Source: an optimization exercise on an open RTL-to-GDS flow (aim: small area, a short achievable clock period and few clock cycles per item). Production flows keep margins and buffers that such runs may drop. Only simulation tests tie the RTL to the original design; equivalence was not proved.

**flow/config.mk**
```make
export PLATFORM = sky130hd
export DESIGN_NAME = rational_arithmetic_unit
export DESIGN_NICKNAME = rational_arithmetic_unit
export VERILOG_FILES = /design/flow/design.v
export SDC_FILE = /design/flow/constraint.sdc
export NUM_CORES = 4
export LEC_CHECK = 0
export CAP_MARGIN = 20
export CORE_MARGIN = 2
export CORE_UTILIZATION = 40
export SLEW_MARGIN = 20
```
**flow/run.sh**
```bash
#!/bin/bash
# synth_recipe.tcl (not shown) runs the flow's synth.tcl, then flattens the netlist and writes it again
# the make line also repeats each setting of config.mk as NAME=value (left out here)
make -C /OpenROAD-flow-scripts/flow DESIGN_CONFIG=/design/flow/config.mk WORK_HOME=/design/flow/orfs CLKGATE_MAP_FILE= SYNTH_SCRIPT=/design/flow/synth_recipe.tcl finish
```
**flow/constraint.sdc**
```tcl
create_clock -name core_clock -period 10.0 [get_ports {aclk}]
set_input_delay 2.0000 -clock core_clock [delete_from_list [all_inputs] [get_ports {aclk}]]
set_output_delay 2.0000 -clock core_clock [all_outputs]
set_load 0.01 [all_outputs]
```
**flow/design.v**
```verilog
`default_nettype none
package rau_pkg;
    localparam int OPERAND_WIDTH_DEF = 16;
    localparam int ACTION_WIDTH = 3;
    localparam logic [ACTION_WIDTH-1:0] ACT_ADD = 3'd0;
    localparam logic [ACTION_WIDTH-1:0] ACT_SUB = 3'd1;
    localparam logic [ACTION_WIDTH-1:0] ACT_MUL = 3'd2;
    localparam logic [ACTION_WIDTH-1:0] ACT_DIV = 3'd3;
    localparam logic [ACTION_WIDTH-1:0] ACT_INC = 3'd4;
    localparam logic [ACTION_WIDTH-1:0] ACT_DEC = 3'd5;
    typedef enum logic [3:0] {
        ST_IDLE,
        ST_MUL0,
        ST_MUL1,
        ST_MUL2,
        ST_FORM,
        ST_GCD,
        ST_DIVN,
        ST_DIVD,
        ST_OUT
    } rau_state_t;
endpackage
`default_nettype wire
`default_nettype none
module rau_divider #(
    parameter int W = 33
) (
    input  wire logic         aclk,
    input  wire logic         aresetn,
    input  wire logic         start,
    input  wire logic [W-1:0] dividend,
    input  wire logic [W-1:0] divisor,
    output logic              done,
    output logic [W-1:0]      quotient
);
    localparam int CW = $clog2(W + 1);
    logic [W-1:0]  rem_reg, rem_next;
    logic [W-1:0]  quo_reg, quo_next;
    logic [W-1:0]  dvs_reg, dvs_next;
    logic [CW-1:0] cnt_reg, cnt_next;
    logic          busy_reg, busy_next;
    logic          done_reg, done_next;
    logic [W:0]    trial;
    always_comb begin
        rem_next  = rem_reg;
        quo_next  = quo_reg;
        dvs_next  = dvs_reg;
        cnt_next  = cnt_reg;
        busy_next = busy_reg;
        done_next = 1'b0;
        trial     = {rem_reg, quo_reg[W-1]} - {1'b0, dvs_reg};
        if (start) begin
            rem_next  = '0;
            quo_next  = dividend;
            dvs_next  = divisor;
            cnt_next  = CW'(W);
            busy_next = 1'b1;
        end else if (busy_reg) begin
            if (trial[W]) begin
                rem_next = {rem_reg[W-2:0], quo_reg[W-1]};
                quo_next = {quo_reg[W-2:0], 1'b0};
            end else begin
                rem_next = trial[W-1:0];
                quo_next = {quo_reg[W-2:0], 1'b1};
            end
            cnt_next = cnt_reg - 1'b1;
            if (cnt_reg == CW'(1)) begin
                busy_next = 1'b0;
                done_next = 1'b1;
            end
        end
    end
    always_ff @(posedge aclk) begin
        if (!aresetn) begin
            busy_reg <= 1'b0;
            done_reg <= 1'b0;
            cnt_reg  <= '0;
        end else begin
            busy_reg <= busy_next;
            done_reg <= done_next;
            cnt_reg  <= cnt_next;
        end
        rem_reg <= rem_next;
        quo_reg <= quo_next;
        dvs_reg <= dvs_next;
    end
    assign done     = done_reg;
    assign quotient = quo_reg;
endmodule
`default_nettype wire
`default_nettype none
import rau_pkg::*;
module rational_arithmetic_unit #(
    parameter int OPERAND_WIDTH = rau_pkg::OPERAND_WIDTH_DEF
) (
    input  wire logic                       aclk,
    input  wire logic                       aresetn,
    input  wire logic                       s_valid,
    output logic                            s_ready,
    input  wire logic [rau_pkg::ACTION_WIDTH-1:0] s_action,
    input  wire logic signed [OPERAND_WIDTH-1:0] s_first_numerator,
    input  wire logic signed [OPERAND_WIDTH-1:0] s_first_denominator,
    input  wire logic signed [OPERAND_WIDTH-1:0] s_second_numerator,
    input  wire logic signed [OPERAND_WIDTH-1:0] s_second_denominator,
    output logic                            m_valid,
    input  wire logic                       m_ready,
    output logic signed [2*OPERAND_WIDTH:0] m_result_numerator,
    output logic signed [2*OPERAND_WIDTH:0] m_result_denominator,
    output logic                            m_zero_over_zero
);
    localparam int OW = OPERAND_WIDTH;
    localparam int RW = 2 * OPERAND_WIDTH + 1;
    localparam int SW = $clog2(RW + 1);
    rau_pkg::rau_state_t state_reg, state_next;
    logic [ACTION_WIDTH-1:0] act_reg, act_next;
    logic signed [OW-1:0] n1_reg, n1_next, d1_reg, d1_next;
    logic signed [OW-1:0] n2_reg, n2_next, d2_reg, d2_next;
    logic signed [RW-1:0] p0_reg, p0_next, p1_reg, p1_next, p2_reg, p2_next;
    logic signed [RW-1:0] num_reg, num_next, den_reg, den_next;
    logic [RW-1:0] ga_reg, ga_next, gb_reg, gb_next;
    logic [SW-1:0] sh_reg, sh_next;
    logic [RW-1:0] qn_reg, qn_next;
    logic          zoz_reg, zoz_next;
    logic signed [RW-1:0] rn_reg, rn_next, rd_reg, rd_next;
    logic signed [OW-1:0]   ma, mb;
    logic signed [2*OW-1:0] mfull;
    logic signed [RW-1:0]   mprod;
    assign mfull = ma * mb;
    assign mprod = RW'(mfull);
    logic [RW-1:0] num_mag, den_mag, gdiff;
    assign num_mag = num_reg[RW-1] ? RW'(-num_reg) : RW'(num_reg);
    assign den_mag = den_reg[RW-1] ? RW'(-den_reg) : RW'(den_reg);
    assign gdiff   = (ga_reg > gb_reg) ? ga_reg - gb_reg : gb_reg - ga_reg;
    logic          div_start, div_done;
    logic [RW-1:0] div_dividend, div_divisor, div_q;
    rau_divider #(.W(RW)) u_div (
        .aclk     (aclk),
        .aresetn  (aresetn),
        .start    (div_start),
        .dividend (div_dividend),
        .divisor  (div_divisor),
        .done     (div_done),
        .quotient (div_q)
    );
    assign div_divisor = (ga_reg | gb_reg) << sh_reg;
    always_comb begin
        state_next = state_reg;
        act_next = act_reg;
        n1_next = n1_reg; d1_next = d1_reg; n2_next = n2_reg; d2_next = d2_reg;
        p0_next = p0_reg; p1_next = p1_reg; p2_next = p2_reg;
        num_next = num_reg; den_next = den_reg;
        ga_next = ga_reg; gb_next = gb_reg; sh_next = sh_reg;
        qn_next = qn_reg; zoz_next = zoz_reg; rn_next = rn_reg; rd_next = rd_reg;
        ma = n1_reg; mb = d2_reg;
        div_start = 1'b0;
        div_dividend = num_mag;
        s_ready = 1'b0;
        m_valid = 1'b0;
        case (state_reg)
            ST_IDLE: begin
                s_ready = 1'b1;
                if (s_valid) begin
                    act_next = s_action;
                    n1_next = s_first_numerator;  d1_next = s_first_denominator;
                    n2_next = s_second_numerator; d2_next = s_second_denominator;
                    state_next = ST_MUL0;
                end
            end
            ST_MUL0: begin
                ma = n1_reg;
                mb = (act_reg == ACT_MUL) ? n2_reg : d2_reg;
                p0_next = mprod;
                state_next = ST_MUL1;
            end
            ST_MUL1: begin
                ma = n2_reg; mb = d1_reg;
                p1_next = mprod;
                state_next = ST_MUL2;
            end
            ST_MUL2: begin
                ma = d1_reg; mb = d2_reg;
                p2_next = mprod;
                state_next = ST_FORM;
            end
            ST_FORM: begin
                zoz_next = 1'b0;
                state_next = ST_GCD;
                case (act_reg)
                    ACT_ADD: begin num_next = p0_reg + p1_reg; den_next = p2_reg; end
                    ACT_SUB: begin num_next = p0_reg - p1_reg; den_next = p2_reg; end
                    ACT_MUL: begin num_next = p0_reg; den_next = p2_reg; end
                    ACT_DIV: begin num_next = p0_reg; den_next = p1_reg; end
                    ACT_INC: begin
                        num_next = RW'(n1_reg) + RW'(d1_reg); den_next = RW'(d1_reg);
                    end
                    ACT_DEC: begin
                        num_next = RW'(n1_reg) - RW'(d1_reg); den_next = RW'(d1_reg);
                    end
                    default: begin
                        rn_next = '0; rd_next = '0;
                        state_next = ST_OUT;
                    end
                endcase
                sh_next = '0;
                ga_next = '0; gb_next = '0;
            end
            ST_GCD: begin
                if (ga_reg == '0 && gb_reg == '0 && sh_reg == '0 &&
                    (num_mag != '0 || den_mag != '0) && !zoz_reg) begin
                    ga_next = num_mag; gb_next = den_mag;
                    zoz_next = 1'b1;  
                end else if (!zoz_reg) begin
                    rn_next = '0; rd_next = '0; zoz_next = 1'b1;
                    state_next = ST_OUT;
                end else if (ga_reg == '0 || gb_reg == '0) begin
                    ga_next = ga_reg | gb_reg;
                    zoz_next = 1'b0;
                    div_start = 1'b1;
                    state_next = ST_DIVN;
                end else if (!ga_reg[0] && !gb_reg[0]) begin
                    ga_next = ga_reg >> 1; gb_next = gb_reg >> 1;
                    sh_next = sh_reg + 1'b1;
                end else if (!ga_reg[0]) begin
                    ga_next = ga_reg >> 1;
                end else if (!gb_reg[0]) begin
                    gb_next = gb_reg >> 1;
                end else begin
                    ga_next = gdiff;
                    gb_next = (ga_reg < gb_reg) ? ga_reg : gb_reg;
                end
            end
            ST_DIVN: begin
                div_dividend = num_mag;
                if (div_done) begin
                    qn_next = div_q;
                    state_next = ST_DIVD;
                    div_start = 1'b1;
                    div_dividend = den_mag;
                end
            end
            ST_DIVD: begin
                div_dividend = den_mag;
                if (div_done) begin
                    rn_next = num_reg[RW-1] ? RW'(-qn_reg) : RW'(qn_reg);
                    rd_next = den_reg[RW-1] ? RW'(-div_q) : RW'(div_q);
                    state_next = ST_OUT;
                end
            end
            ST_OUT: begin
                m_valid = 1'b1;
                if (m_ready) state_next = ST_IDLE;
            end
            default: state_next = ST_IDLE;
        endcase
    end
    always_ff @(posedge aclk) begin
        if (!aresetn) begin
            state_reg <= ST_IDLE;
        end else begin
            state_reg <= state_next;
        end
        act_reg <= act_next;
        n1_reg <= n1_next; d1_reg <= d1_next; n2_reg <= n2_next; d2_reg <= d2_next;
        p0_reg <= p0_next; p1_reg <= p1_next; p2_reg <= p2_next;
        num_reg <= num_next; den_reg <= den_next;
        ga_reg <= ga_next; gb_reg <= gb_next; sh_reg <= sh_next;
        qn_reg <= qn_next; zoz_reg <= zoz_next; rn_reg <= rn_next; rd_reg <= rd_next;
    end
    assign m_result_numerator   = rn_reg;
    assign m_result_denominator = rd_reg;
    assign m_zero_over_zero     = zoz_reg & (state_reg == ST_OUT);
endmodule
`default_nettype wire
```
==> metrics.md <==
| Metric | Value |
|---|---|
| Outcome | finished clean |
| Clock buffer depth | 3 |
| Setup WS pre-CTS | 0.816 ns |
| Initial DRT Pass Iterations | 6 |
| Crit path required time | 10.41 ns |
| FMAX | 107 MHz |
| Min Tclk post-route | 9.34 ns |
| Final max-slew violation count | 0 |
| Io pins | 140 |
| Global placement routability congestion | 0.989 |
| Setup tns final | 0 ns |
| Crit path buffers/inverters | 5 |
| Number of flops mapped to enable cells by yosys | 466 |
| Critical path launch point type | flop |
| Die height | 340 um |
| Worst setup EP type | flop |
| First-pass GRT wire length | 219 mm |
| CTS tree | built |
| Crit path kind | reg2reg |
| First-iteration detailed-routing DRC count | 3702 |
| Nets | 5521 |
| Final Skew | 0.0663 ns |
| Syn nets | 5488 |
| Fill count | 10800 |
| Initial core utilization | 40.2% |
| Top FF cell, synth | edfxtp_1 |
| Final period util | 93.4% |
| Synthesized area per cell | 9.28 sq um |
| Syn Std Cell Area | 45100 sq um |
| RSZ-0062 raised after global routing | no |
| Worst hold margin | 0.476 ns |
| Crit-path max FO | 48 |
| Seq cells post-synth | 511 |
| Final global-route overflow total | 0 |
| Crit path largest cell delay | 0.65 ns |
| Synth Area in Adders | 19.8% |
| Placed cell area | 48200 sq um |
| Vias per inst | 5.66 |
| Placed insts | 6335 |
| Post-synth ARST share | 0% |
| Mux cell area share after synthesis | 4.67% |
| Core area | 112000 sq um |
| Final Hold Fails | 0 |
| Sequential fraction of the synthesis area | 33.0% |
| Crit-path cells | clkinv_1 -> nor4_2 -> buf_4 -> and2_1 -> a221o_1 -> nand2_1 -> fa_1 -> fa_1 -> fa_1 -> inv_1 -> fa_1 -> fa_1 -> inv_1 -> fa_1 -> inv_1 -> ha_1 -> a211o_1 -> a2111o_1 -> nand3_1 -> o211ai_1 -> a21o_1 -> o41ai_1 -> o21a_1 -> a21boi_0 |
| CP arrival | 9.75 ns |
| Root Buffer | clkbuf_16 |
| Hold Path Class | reg2reg |
| Die Width | 340 um |
| Total number of vias | 36500 |
| Final Worst Setup Slack | 0.655 ns |
| Post-Synth Simple-Gate Area | 14.5% |
| Synth-to-Final Area Change | 11.2% |
| Worst path slowest cell | buf_4 |
| Die area | 116000 sq um |
| Non-Filler Instances | 6447 |
| Share of cells above drive strength 1 | 5.38% |
| Largest net degree at the start of global routing | 79 |
| Antenna violations before repair | 5 |
| Slew margin rel. | 21.5% |
| Inserted Clock Buffers | 59 |
| Std-Cell Rows | 123 |
| Post-route cell area | 50200 sq um |
| HPWL Detailed | 113 mm |
| Setup Buffers After CTS | 0 |
| Clk slew on worst S/H paths | 0.06 ns |
| Xor/xnor share of the synthesized area | 5.45% |
| Wirelength per Cell | 22.2 um |
| DRC Markers | 0 |
| Final setup viols | 0 |
| Netlist cell types | 86 |
| Post-cts repair resize count | 0 |
| Worst-margin pin slew | 1.18 ns |
| Gate Count Post-Synth | 4863 |
| CTS Hold Bufs | 0 |
| Worst path most repeated cell | fa_1 |
| H-tree Lvls | 2 |
| CTS sink count | 511 |
| Clk Latency, worst-skew pair | 0.71 ns |
| Max_cap viols | 0 |
| Synth warn | 2 |
| Post-detailed-route count of antenna-violating nets | 0 |
| Vias in the first global route | 36000 |
| PortBufs | 139 |
| Tot GR Track Use | 24.4% |
| Synth Area in Compound Gates | 16.1% |
| Largest family of logic cells by synthesized area | adder cells |
| CP top delay family | adder cells |
| DRT Wirelength | 143 mm |
worst paths after layout:
| path | cells past startpoint | from | endpoint | slack [ns] |
|---|---|---|---|---|
| hold reg to reg | 0 | u_div.quo_reg[0]$_DFFE_PP_ | qn_reg[0]$_DFFE_PP_ | 0.48 |
| setup reg to reg | 24 | state_reg[1]$_SDFFE_PN0P_ | p1_reg[28]$_DFFE_PN_ | 0.66 |
| setup / recovery | 24 | state_reg[1]$_SDFFE_PN0P_ | p1_reg[28]$_DFFE_PN_ | 0.66 |
| hold / removal | 0 | u_div.quo_reg[0]$_DFFE_PP_ | qn_reg[0]$_DFFE_PP_ | 0.48 |
cell usage in the layout (no fill, tap or decap), drive strengths merged, types with 32 or more instances in the layout:
cell type	netlist	routed
xnor2	154	154
a31oi	32	32
a21o	60	60
buf	37	74
dfxtp	45	45
o31ai	56	56
a211oi	60	60
nor2	468	468
inv	531	534
a21oi	342	342
nand2	461	461
mux2i	151	151
nor3	90	90
nand3	50	50
edfxtp	466	466
ha	286	286
clkbuf	204	68
o21bai	41	41
fa	268	268
o21ai	275	275
clkdlybuf4s50	0	139
nand2b	47	47
xor2	127	127
or3	69	69
nor2b	38	38
a221oi	32	32
nor4	49	49
synth_stat cells, types with 127 or more instances:
library cell / instances / area share (%)
o21ai_0: 270 / 3.0
ha_1: 286 / 7.9
fa_1: 268 / 12
a21oi_1: 336 / 3.7
nand2_1: 461 / 3.8
xnor2_1: 154 / 3.0
xor2_1: 127 / 2.5
inv_1: 530 / 4.4
nor2_1: 467 / 3.9
mux2i_1: 151 / 3.3
clkbuf_1: 204 / 1.7
edfxtp_1: 466 / 31
final cells by class:
cell class	count	area (sq um)	area share, %
diodes	3	7.51	0.0150
clock inverters	41	505	1.01
flip-flops and latches	511	14900	29.7
repair buffers	213	1950	3.88
clock buffers	68	1520	3.03
well taps	1500	1880	3.74
multi-input cells	3578	27400	54.7
inverters	533	2000	3.99
cells by family (layout without fill, tap and decap cells):
kind of cell             after synthesis  in the layout
flip-flops                           511            511
AO/OA/AOI/OAI                       1136           1136
buffers and inverters                774            855
XOR/XNOR                             281            281
adder cells (fa/ha/maj)              554            554
other                                  0              3
multiplexers                         188            188
AND/OR/NAND/NOR                     1419           1419
stage by stage:
| stage | util, % |
|---|---|
| 6_report | 44.7 |
| 5_1_grt | 44.7 |
| 4_1_cts | 44.7 |
| 3_5_place_dp | 42.9 |
| 3_3_place_gp | 42.9 |
| 2_1_floorplan | - |
per-layer routing:
metal  routed length (um)  share of wire (%)  global-route usage (%)
met5                   13             0.0091                       0
met4                 6520                4.6                    10.1
met3                 9710                6.8                    3.60
met2                66800                 47                    40.4
met1                60100                 42                    32.0
Testbench counts, summed over its fixed seeds: cycles 176,397, items 1,500.

afterwards: timing with drivers on the ports:
In the flow no input, the clock included, has a driving cell. The finished layout below was timed again as built, in two steps.
Step 1 (the two cells are an assumption about what drives the block):
set clk [get_ports {aclk}]
set_driving_cell -lib_cell sky130_fd_sc_hd__clkbuf_16 $clk
set_driving_cell -lib_cell sky130_fd_sc_hd__buf_2 [delete_from_list [all_inputs] $clk]
Step 2 moves the port delays by t, midway between the first and last clock arrival at a register: inputs arrive t later, outputs are due t later. That takes back most of the time a late clock gives input paths.
Three values: ideal ports, drivers, drivers and shift; two values: the first two.
t (ns): 0.752
setup slack, ns: 0.655 / 0.655 / 0.655
clock arrival spread, ns: 0.071 / 0.070
worst slew at a driven data input, ns: 0.19
cell pins on the clock port's net: 1
After both steps this run still meets setup and hold. For this run, drivers alone change the setup slack by 0.000 ns; drivers and shift together by 0.000 ns.
